From an optimization exercise on the open Yosys and OpenROAD flow, aimed at small area, a short achievable clock period and few clock cycles per item; shortcuts taken in it are not production practice. The RTL was checked by simulation tests, not by an equivalence proof against the original design.

$ cat flow/run.sh
#!/bin/bash
# synth_recipe.tcl (not shown) runs the flow's synth.tcl, then flattens the netlist and writes it again
# the make line also repeats each setting of config.mk as NAME=value (left out here)
make -C /OpenROAD-flow-scripts/flow DESIGN_CONFIG=/design/flow/config.mk WORK_HOME=/design/flow/orfs CLKGATE_MAP_FILE= SYNTH_SCRIPT=/design/flow/synth_recipe.tcl finish
$ cat flow/config.mk
export PLATFORM = sky130hd
export DESIGN_NAME = layer_engine
export DESIGN_NICKNAME = layer_engine
export VERILOG_FILES = /design/flow/design.v
export SDC_FILE = /design/flow/constraint.sdc
export NUM_CORES = 4
export LEC_CHECK = 0
export CAP_MARGIN = 20
export CORE_MARGIN = 2
export CORE_UTILIZATION = 40
export SLEW_MARGIN = 20
$ cat flow/constraint.sdc
create_clock -name core_clock -period 11.0 [get_ports {clk}]
set_input_delay 2.2000 -clock core_clock [delete_from_list [all_inputs] [get_ports {clk}]]
set_output_delay 2.2000 -clock core_clock [all_outputs]
set_load 0.01 [all_outputs]
$ cat flow/design.v
module layer_engine #(
  parameter int N_LANES = 28,
  parameter int N_IN    = 784,
  parameter int DW      = 8,
  parameter int ACC_W   = 32,
  parameter int SHIFT   = 8,
  parameter int WADDR_W = $clog2(N_IN),
  parameter int IDX_W   = $clog2(N_LANES)
) (
  input  logic                clk,
  input  logic                rst,
  input  logic                start,
  output logic                busy,
  output logic                done,
  input  logic                in_valid,
  output logic                in_ready,
  input  logic [DW-1:0]       in_data,
  output logic                w_en,
  output logic [WADDR_W-1:0]  w_addr,
  input  logic [N_LANES*DW-1:0] w_data,
  output logic                out_valid,
  input  logic                out_ready,
  output logic [DW-1:0]       out_data,
  output logic [IDX_W-1:0]    out_idx
);
  typedef enum logic [1:0] {
    S_IDLE  = 2'd0,
    S_RUN   = 2'd1,
    S_DRAIN = 2'd2,
    S_EMIT  = 2'd3
  } state_t;
  localparam logic signed [ACC_W:0] ONE = {{ACC_W{1'b0}}, 1'b1};
  localparam logic signed [ACC_W:0] RND = ONE <<< (SHIFT - 1);
  localparam logic signed [ACC_W:0] HI = (ONE <<< (DW - 1)) - ONE;
  localparam logic signed [ACC_W:0] LO = -(ONE <<< (DW - 1));
  localparam logic [DW-1:0] HI_B = HI[DW-1:0];
  localparam logic [DW-1:0] LO_B = LO[DW-1:0];
  state_t                   state, state_next;
  logic [WADDR_W-1:0]       cnt;
  logic [IDX_W-1:0]         idx;
  logic [DW-1:0]            act_q;
  logic                     act_v;
  logic                     accept;
  logic                     emit_last;
  logic signed [ACC_W-1:0]  acc      [N_LANES];
  logic signed [ACC_W-1:0]  mac_next [N_LANES];
  logic signed [2*DW:0]     prod     [N_LANES];
  logic signed [ACC_W:0]    sel_ext, rsum, rq;
  assign accept    = (state == S_RUN) && in_valid;
  assign emit_last = (state == S_EMIT) && out_ready &&
                     (idx == IDX_W'(N_LANES - 1));
  always_ff @(posedge clk or negedge rst) begin
    if (!rst) state <= S_IDLE;
    else      state <= state_next;
  end
  always_comb begin
    state_next    = state;
    in_ready  = 1'b0;
    out_valid = 1'b0;
    w_en      = 1'b0;
    w_addr    = '0;
    busy          = 1'b1;
    case (state)
      S_IDLE: begin
        busy = 1'b0;
        if (start) state_next = S_RUN;
      end
      S_RUN: begin
        in_ready = 1'b1;
        if (accept) begin
          w_en   = 1'b1;
          w_addr = cnt;
          if (cnt == WADDR_W'(N_IN - 1)) state_next = S_DRAIN;
        end
      end
      S_DRAIN: state_next = S_EMIT;
      S_EMIT: begin
        out_valid = 1'b1;
        if (emit_last) state_next = S_IDLE;
      end
      default: state_next = S_IDLE;
    endcase
  end
  always_comb begin
    for (int k = 0; k < N_LANES; k++) begin
      prod[k]     = $signed({1'b0, act_q}) * $signed(w_data[k*DW +: DW]);
      mac_next[k] = acc[k] + {{(ACC_W-2*DW-1){prod[k][2*DW]}}, prod[k]};
    end
  end
  always_ff @(posedge clk or negedge rst) begin
    if (!rst) begin
      cnt   <= '0;
      idx   <= '0;
      act_q <= '0;
      act_v <= 1'b0;
      done  <= 1'b0;
      for (int k = 0; k < N_LANES; k++) acc[k] <= '0;
    end else begin
      done  <= emit_last;
      act_v <= accept;
      if (accept) begin
        act_q <= in_data;
        cnt   <= cnt + WADDR_W'(1);
      end
      if (state == S_IDLE && start) begin
        cnt <= '0;
        for (int k = 0; k < N_LANES; k++) acc[k] <= '0;
      end else if (act_v) begin
        for (int k = 0; k < N_LANES; k++) acc[k] <= mac_next[k];
      end
      if (state == S_DRAIN) idx <= '0;
      else if (state == S_EMIT && out_ready)
        idx <= emit_last ? '0 : idx + IDX_W'(1);
    end
  end
  always_comb begin
    sel_ext      = {acc[idx][ACC_W-1], acc[idx]};
    rsum         = sel_ext + RND;
    rq           = rsum >>> SHIFT;
    out_data = '0;
    out_idx  = '0;
    if (state == S_EMIT) begin
      out_idx = idx;
      if (rq > HI)      out_data = HI_B;
      else if (rq < LO) out_data = LO_B;
      else              out_data = rq[DW-1:0];
    end
  end
endmodule
==> flow_summary.ini <==
[run_status]
outcome = complete, no violations

[sta]
rsz0062_at_grt = false
setup_tns_ns = 0
min_period_ns = 10.16
slew_headroom_pct = 14.3
finalCritPeriodShare_pct = 92.3
hold_violations = 0
tightest_slew_ns = 1.29
report.final.slew_viol_count = 0
setup_viol = 0
fin_ws_ns = 0.843
fmax_mhz = 98.5
clock_skew_ns = 0.0800

[global_route]
met3_usage_pct = 4.80
grt_pass1_vias = 117189
grt_pass1_wl_um = 749000
overflow = 0
grt_use_met2_pct = 41.0
grt_antenna_before_repair = 39
grt_busiest_layer = met2
grt_max_degree = 171
grt_usage_pct = 27.0
met1_usage_pct = 37.1

[die]
ios = 265
core_um2 = 356000
num_rows = 219
start_util_pct = 40.2
dieArea_um2 = 363000
die_h_um = 602
die_w_um = 602

[synth]
synth_seq_cells = 923
synth.yosys.seq_area_share_pct = 16.1
postSynthAreaPerCell_um2 = 8.55
synthesis.nets = 20222
syn_inst = 16752
synth_edf_count = 0
synthFlopType = dfrtp_1
yosys_warnings = 4
yosysUniqueCellTypes = 97
synth_async_sr_flop_share_pct = 100
syn_area_um2 = 143000

[finish]
fin_nets = 20278
final_area_um2 = 156000
final_cell_mix = ha_1, inv_1, nor2_1
final_common_cell = ha_1
final_util_pct = 43.9
syn_to_final_growth_pct = 9.17
drive_above_1_share_pct = 3.70

[place]
io_buffers = 264
hpwl_um = 392000
dp_slack_ns = 0.357
gp_congestion = 1.06
place_area_um2 = 152000

[clock_tree]
ctsRootBufferMaster = clkbuf_16
htreeDepth = 4
post_cts_buffers = 0
cts_tree = done
clkLatencyLatePin_ns = 0.88
cts_buffer_depth = 4
clkTransAtPathRegs_ns = 0.06
cts_buffers = 137
holdBufCountCts = 0
cts_resized = 0
clock_sink_count = 923

[detailed_routing]
ant_nets = 0
drt-initial-drc-count = 9255
avgViaCountPerCell = 5.54
drt_wl_total_um = 494000
first_pass_iters = 9
post_drt_wl_per_cell_um = 22.8
drc = 0
num_vias = 120081

[critical_path]
r2r_slack_ns = 1.72
crit_required_ns = 8.80
reg2reg_from = act_q[3]
r2r_cells = 31
endpoint = out_data[6]
critical_path_class = reg -> out
r2r_end = acc[8][31]
cp-end-kind = output pin
crit_path_max_fanout = 34
arrival_ns = 7.96
start_kind = flop
crit_start = idx[0]

[worst_hold_path]
hold_class = reg -> reg
min_path_cells = 2

[job]
maxCapViolCount = 0
[worst min path at each step]
| stage | slack (ns) | startpoint | to |
|---|---|---|---|
| 2_1_floorplan | 0.47 | acc[1][24] | acc[1][24] |
| 3_3_place_gp | 0.50 | acc[2][16] | acc[2][16] |
| 3_5_place_dp | 0.50 | acc[26][26] | acc[26][26] |
| 4_1_cts | 0.51 | acc[26][26] | acc[26][26] |
| 5_1_grt | 0.55 | acc[25][30] | acc[25][30] |
| 6_report | 0.51 | acc[26][26] | acc[26][26] |
[logic make-up after synthesis]
| group | Yosys count | synth area share, % |
|---|---|---|
| AO/OA/AOI/OAI | 3198 | 14.6 |
| XOR/XNOR | 1007 | 6.16 |
| adder cells (fa/ha/maj) | 3233 | 33.8 |
| buffers and inverters | 2561 | 6.86 |
| flip-flops | 923 | 16.1 |
| multiplexers | 599 | 4.26 |
| AND/OR/NAND/NOR | 5231 | 18.2 |
[stage by stage]
step           std cells  hold slack (ns)
2_1_floorplan      16752            0.468
3_3_place_gp       21420            0.499
3_5_place_dp       21420            0.500
4_1_cts            21659            0.512
5_1_grt            21668            0.548
6_report           21681            0.513
[critical path, cell delays in order, from the launching register on]
cell and delay [ns]:
dfrtp_1 0.44, inv_1 0.16, ha_1 0.69, nor3b_1 0.89, a2111oi_0 0.17, a31oi_1 0.39
or2_2 0.79, mux2i_1 0.30, a211oi_1 0.51, and4_1 0.48, nand2_1 0.23, nor4bb_1 0.34
a31oi_1 0.07, or4_4 0.45, o31ai_4 0.38, a21o_1 0.22, clkdlybuf4s50_1 0.55
[area by class of cell]
cell class / instances / area (µm²)
inverters: 2010 / 7550
clock inverters: 52 / 617
well taps: 4751 / 5940
clock buffers: 187 / 3850
fillers: 35512 / 200000
diodes: 22 / 55.1
repair buffers: 468 / 4580
flip-flops and latches: 923 / 23100
multi-input cells: 13268 / 111000
[layer usage]
metal	part of all wire (%)	up-vias
li1	-	56816
met1	45	58963
met2	42	3447
met3	7.0	829
met4	5.8	26
met5	0.034	-
[registers in the layout, summed over array words and instances, names as in the netlist]
register	flops
acc	896
done	1
state	2
act_v	1
act_q	8
cnt	10
idx	5
[Yosys cell counts (all sizes together) (409+ instances only)]
cell,instances,area [µm²]
ha,2169,27100
inv,2010,7540
nor2,1528,5740
and2,1212,7580
nand2,1128,4230
fa,1064,21300
a21oi,946,4730
dfrtp,923,23100
xnor2,731,6400
mux2i,558,5600
o21ai,558,2790
clkbuf,409,1540
Testbench counts, summed over its fixed seeds: cycles 39,080, items 48.

port drivers added, routing unchanged:
The results above use ideal ports. As a check the final layout listed here was re-extracted and re-timed, cells and wires unchanged. Step 1 sets driving cells, clkbuf_16 on the clock port and buf_2 on the other inputs (assumed; they add their load-dependent delay and slew). Step 2, shift: input delay + t, output delay - t, t = (earliest + latest rising clock arrival at the registers) / 2. This alone moves slack from input paths to output paths. a / b / c = no drivers / after step 1 / after step 2; a / b = the first two.
t, ns: 0.946
setup WS [ns]: 0.843 / 0.735 / 0.236
hold WS [ns]: 0.513 / 0.513 / 0.513
worst setup path at the end: input to register
cell pins on the clock port's net: 1
After both steps this run still meets setup and hold. For this run, drivers alone change the setup slack by -0.108 ns; drivers and shift together by -0.607 ns.
